This design comes from an exercise in tuning for small area, a short achievable clock period and few clock cycles per item on the open sky130 flow, not from production work.
No activity file was given, so power comes from the tool's default toggle rates.

## the reference run
==> flow/design.v <==
package slsi_pkg;
  localparam int IN_VALUE_W = 32;
  localparam int COUNT_W    = 7;
  localparam logic FUNC_INSERT = 1'b0;
  localparam logic FUNC_DELETE = 1'b1;
  typedef struct packed {
    logic                         func;
    logic signed [IN_VALUE_W-1:0] value;
  } in_t;
  typedef struct packed {
    logic               ok;
    logic [COUNT_W-1:0] count;
  } out_t;
  typedef struct packed {
    logic eval;
    logic update;
    logic ins;
  } cell_ctl_t;
endpackage
module sorted_list_insert_delete
#(
  parameter int DEPTH       = 64,
  parameter int VALUE_WIDTH = 32
) (
  input  logic clk,
  input  logic rst,
  input  logic in_valid,
  output logic in_stall,
  input  logic [slsi_pkg::IN_VALUE_W:0] in_data,
  output logic out_valid,
  input  logic out_stall,
  output logic [slsi_pkg::COUNT_W:0] out_data
);
  localparam int VW  = slsi_pkg::IN_VALUE_W;
  localparam int CW  = slsi_pkg::COUNT_W;
  localparam int NPT = 8;               
  localparam int SP  = DEPTH / NPT;     
  localparam int BUF = 4;               
  localparam int NM  = DEPTH + BUF;     
  localparam int NG  = (NM + 7) / 8;    
  localparam int QD  = 4;               
  logic [VW-1:0]    ring_d [DEPTH];
  logic [DEPTH-1:0] ring_v;
  logic [VW-1:0]    buf_d  [BUF];
  logic [BUF-1:0]   buf_v;       
  logic [BUF-1:0]   buf_p;       
  logic             a_val;       
  logic             a_del;
  logic [VW-1:0]    a_x;         
  logic             t_val;       
  logic             t_del;
  logic [CW:0]      t_res;       
  logic [NM-1:0]    e_q;         
  logic [CW-1:0]    cnt;         
  logic             stall_q;
  logic             ov;
  logic [CW:0]      od;
  logic [CW:0]      od_h;        
  logic             r_val;       
  logic [CW:0]      r_res;
  logic [QD-1:0][CW:0] q;        
  logic [QD-1:0]    q_wp;        
  logic [QD-1:0]    q_rp;        
  logic [QD-1:0]    q_n;         
  logic [QD:0]      t_n;         
  assign in_stall  = stall_q;
  assign out_valid = ov;
  assign out_data  = od;
  logic acc, acc_ins;
  assign acc     = in_valid && !stall_q && !rst;
  assign acc_ins = acc && (in_data[VW] == slsi_pkg::FUNC_INSERT);
  logic [BUF-1:0] dsel;          
  logic [BUF-1:0] wsel;          
  logic [BUF-1:0] bfree;
  logic [BUF-1:0] bwr;           
  logic [VW-1:0]  hd;
  logic [NPT-1:0] pfree;
  logic [NPT-1:0] dp;            
  logic           drain;
  assign bfree = ~(buf_v | buf_p);
  assign bwr   = bfree | (dsel & {BUF{drain}});
  always_comb begin
    dsel = '0;
    wsel = '0;
    for (int j = BUF - 1; j >= 0; j--) begin
      if (buf_v[j]) dsel = BUF'(1) << j;
      if (bwr[j])   wsel = BUF'(1) << j;
    end
    hd = '0;
    for (int j = 0; j < BUF; j++) begin
      hd = hd | (buf_d[j] & {VW{dsel[j]}});
    end
  end
  for (genvar k = 0; k < NPT; k++) begin : g_pf
    assign pfree[k] = !ring_v[(k * SP + DEPTH - 1) % DEPTH];
  end
  always_comb begin
    dp = '0;
    for (int k = NPT - 1; k >= 0; k--) begin
      if (pfree[k]) dp = NPT'(1) << k;
    end
    if (buf_v == '0) dp = '0;
  end
  assign drain = |dp;
  logic [DEPTH-1:0] eq_r;
  logic [BUF-1:0]   eq_b;
  logic             eq_h;
  for (genvar i = 0; i < DEPTH; i++) begin : g_rcmp
    assign eq_r[i] = (ring_d[i] == a_x);
  end
  for (genvar j = 0; j < BUF; j++) begin : g_bcmp
    assign eq_b[j] = (buf_d[j] == a_x);
  end
  assign eq_h = |(dsel & eq_b);
  logic [DEPTH-1:0] rv_d;        
  logic [BUF-1:0]   bv_keep;     
  logic [NM-1:0]    e_d;
  for (genvar i = 0; i < DEPTH; i++) begin : g_ed
    localparam int PV = (i + DEPTH - 1) % DEPTH;
    if (i % SP == 0) begin : g_pt
      assign e_d[i] = (dp[i / SP] ? eq_h : eq_r[PV]) && rv_d[i];
    end else begin : g_sh
      assign e_d[i] = eq_r[PV] && rv_d[i];
    end
  end
  assign e_d[NM-1:DEPTH] = eq_b & bv_keep;
  logic [NM-1:0] m;
  logic [NG-1:0] gany;
  assign m    = e_q;
  logic [NM-1:0] first;
  logic [NG-1:0] gpre;
  for (genvar g = 0; g < NG; g++) begin : g_grp
    localparam int LO = 8 * g;
    localparam int HI = (8 * g + 7 < NM) ? 8 * g + 7 : NM - 1;
    assign gany[g] = |m[HI:LO];
    if (g == 0) begin : g_p0
      assign gpre[g] = 1'b0;
    end else begin : g_pn
      assign gpre[g] = |gany[g-1:0];
    end
    for (genvar i = LO; i <= HI; i++) begin : g_bit
      if (i == LO) begin : g_b0
        assign first[i] = m[i] && !gpre[g];
      end else begin : g_bn
        assign first[i] = m[i] && !gpre[g] && !(|m[i-1:LO]);
      end
    end
  end
  logic          is_del;
  logic          found;
  logic [NM-1:0] clr;
  assign is_del = t_val && t_del;
  assign found  = is_del && (|gany);
  assign clr    = is_del ? first : '0;
  logic          ins_a;
  logic          full;
  logic          ins_ok;
  logic [CW-1:0] cnt_dn, cnt_up;
  logic [CW-1:0] cnt_f, cnt_nf;      
  logic [CW:0]   ires_f, ires_nf;    
  logic [CW:0]   res;
  logic          hd_keep;
  assign ins_a   = a_val && !a_del;
  assign full    = cnt[CW-1];
  assign ins_ok  = ins_a && (found || !full);
  assign cnt_dn  = cnt - CW'(1);
  assign cnt_up  = cnt + CW'(1);
  assign cnt_f   = ins_a ? cnt : cnt_dn;
  assign cnt_nf  = (ins_a && !full) ? cnt_up : cnt;
  assign ires_f  = {1'b1, cnt};
  assign ires_nf = full ? {1'b0, cnt} : {1'b1, cnt_up};
  assign res     = t_del ? {found, found ? cnt_dn : cnt} : t_res;
  assign hd_keep = !(|(dsel & clr[NM-1:DEPTH]));
  for (genvar i = 0; i < DEPTH; i++) begin : g_ring
    localparam int PV = (i + DEPTH - 1) % DEPTH;
    if (i % SP == 0) begin : g_pt
      always_ff @(posedge clk) begin
        if (dp[i / SP]) begin
          ring_d[i] <= hd;
        end else begin
          ring_d[i] <= ring_d[PV];
        end
      end
      assign rv_d[i] = !rst && (dp[i / SP] ? hd_keep : (ring_v[PV] && !clr[PV]));
    end else begin : g_sh
      always_ff @(posedge clk) begin
        ring_d[i] <= ring_d[PV];
      end
      assign rv_d[i] = !rst && ring_v[PV] && !clr[PV];
    end
    always_ff @(posedge clk) begin
      ring_v[i] <= rv_d[i];
    end
  end
  for (genvar j = 0; j < BUF; j++) begin : g_buf
    assign bv_keep[j] = buf_v[j] && !clr[DEPTH + j] && !(drain && dsel[j]);
    always_ff @(posedge clk) begin
      if (bwr[j]) begin
        buf_d[j] <= in_data[VW-1:0];
      end
      if (rst) begin
        buf_v[j] <= 1'b0;
        buf_p[j] <= 1'b0;
      end else begin
        buf_p[j] <= wsel[j] && acc_ins;
        if (buf_p[j]) begin
          buf_v[j] <= ins_ok;
        end else begin
          buf_v[j] <= bv_keep[j];
        end
      end
    end
  end
  logic          push;
  logic          take;
  logic          q_empty;
  logic          bypass;         
  logic          enq;
  logic          deq;
  logic [CW:0]   q_head;
  assign push    = r_val;
  assign take    = !ov || !out_stall;
  assign q_empty = !q_n[0];
  assign bypass  = take && q_empty;
  assign enq     = push && !bypass;
  assign deq     = take && !q_empty;
  always_comb begin
    q_head = '0;
    for (int k = 0; k < QD; k++) q_head = q_head | (q[k] & {(CW+1){q_rp[k]}});
  end
  always_ff @(posedge clk) begin
    for (int k = 0; k < QD; k++) begin
      if (push && q_wp[k]) q[k] <= r_res;
    end
    if (take) od_h <= q_empty ? r_res : q_head;
    if (rst)       od <= '0;
    else if (take) od <= q_empty ? r_res : q_head;
    else           od <= od_h;
    if (rst) begin
      ov   <= 1'b0;
      q_wp <= QD'(1);
      q_rp <= QD'(1);
      q_n  <= '0;
    end else begin
      if (take) ov <= push || !q_empty;
      if (enq) q_wp <= {q_wp[QD-2:0], q_wp[QD-1]};
      if (deq) q_rp <= {q_rp[QD-2:0], q_rp[QD-1]};
      if (enq && !deq)      q_n <= {q_n[QD-2:0], 1'b1};
      else if (deq && !enq) q_n <= {1'b0, q_n[QD-1:1]};
    end
  end
  logic [BUF-1:0] bleft;         
  logic           bfree_n;       
  logic           pfree2;
  logic           drain2;
  logic           stall_b;
  always_comb begin
    bleft   = bwr & ~wsel;
    bfree_n = (|bleft) || ((|bwr) && !acc_ins);
    pfree2  = 1'b0;
    for (int k = 0; k < NPT; k++) pfree2 = pfree2 | !ring_v[(k * SP + 2 * DEPTH - 2) % DEPTH];
    drain2  = pfree2 && (|(buf_v & ~(dsel & {BUF{drain}})));
    stall_b = !bfree_n && !drain2;
  end
  logic       hand;
  logic       stall_o;
  logic [QD:0] t_up, t_dn;
  assign hand    = ov && !out_stall;
  assign t_up    = {t_n[QD-1:0], 1'b1};
  assign t_dn    = {1'b0, t_n[QD:1]};
  assign stall_o = (t_n[QD] && !(hand && !acc)) || (t_n[QD-1] && acc && !hand);
  always_ff @(posedge clk) begin
    a_x   <= in_data[VW-1:0];
    a_del <= (in_data[VW] == slsi_pkg::FUNC_DELETE);
    t_del <= a_del;
    t_res <= found ? ires_f : ires_nf;
    r_res <= res;
    e_q   <= e_d;
    if (rst) begin
      a_val   <= 1'b0;
      t_val   <= 1'b0;
      r_val   <= 1'b0;
      cnt     <= '0;
      t_n     <= '0;
      stall_q <= 1'b0;
    end else begin
      a_val   <= acc;
      t_val   <= a_val;
      r_val   <= t_val;
      cnt     <= found ? cnt_f : cnt_nf;
      if (acc && !hand)      t_n <= t_up;
      else if (hand && !acc) t_n <= t_dn;
      stall_q <= stall_b || stall_o;
    end
  end
endmodule
Settings: LEC_CHECK=0, ABC_CLOCK_PERIOD_IN_PS=2500, CAP_MARGIN=20, CELL_PAD_IN_SITES_DETAIL_PLACEMENT=1, CORE_MARGIN=2, CORE_UTILIZATION=30, PLACE_DENSITY=0.4, SETUP_SLACK_MARGIN=3.6, SLEW_MARGIN=20; clock period 6.0 ns.
standard.sh (not shown) runs the stock make flow with config.mk's settings and CLKGATE_MAP_FILE= SYNTH_SCRIPT=/design/flow/synth_recipe.tcl, a recipe that flattens the netlist after the stock synthesis.
==> flow/flow/run.sh <==
#!/bin/bash
# The standard layout (the standard.sh, every step), with the clock tree built from
# larger sink clusters and without dummy balancing loads. Each tool's full output stays in
# orfs/logs; make's own output goes to standard.log here.
set -euo pipefail
bash standard.sh "CTS_ARGS=-sink_clustering_enable -repair_clock_nets -dont_use_dummy_load -sink_clustering_size 30 -sink_clustering_max_diameter 100" finish > standard.log 2>&1
The reference run has completed all stages; timing, DRC and antenna checks passed.
Inputs modified between the reference run and the trial run:
Settings: SETUP_SLACK_MARGIN now 3.4, was 3.6.
==> flow/flow/run.sh <==
#!/bin/bash
# The standard layout (the standard.sh, every step), with the clock tree built from
# larger sink clusters and without dummy balancing loads. Each tool's full output stays in
# orfs/logs; make's own output goes to standard.log here.
set -euo pipefail
bash standard.sh "CTS_ARGS=-sink_clustering_enable -repair_clock_nets -dont_use_dummy_load -sink_clustering_size 24 -sink_clustering_max_diameter 100" finish > standard.log 2>&1
--- outcome ---
The trial run vs the reference run: critical path depth up in the trial run. Part of the power in combinational logic came out lower on the trial run than on the reference run. In the trial run the switching power turned out 0.057 mW higher than in the reference run.
No functional check of the RTL was part of any run of this note.

==> what the ideal ports hide <==
The results above use ideal ports. As a check the final layouts listed here were re-extracted and re-timed, cells and wires unchanged.
Step 1: set_driving_cell puts a clkbuf_16 on clk and a buf_2 on each other input, an assumption about the parent block.
Step 2 adds t to the input delays and takes it off the output delays; t is the mean of the earliest and latest rising clock arrival at the registers after step 1. Input paths then give back, and output paths get back, about the clock's delay inside the block.
Three values: ideal, step 1, step 2; two values: the first two.
| run | t (ns) | slack for setup (ns) | pins driven straight from the clock port |
|---|---|---|---|
| the reference run | 0.869 | 3.031 / 3.031 / 2.956 | 1 |
| the trial run | 0.862 | 2.960 / 2.960 / 2.759 | 1 |
After both steps every run listed still meets setup and hold. For the trial run, which loses most, drivers alone change the setup slack by 0.000 ns; drivers and shift together by -0.201 ns.
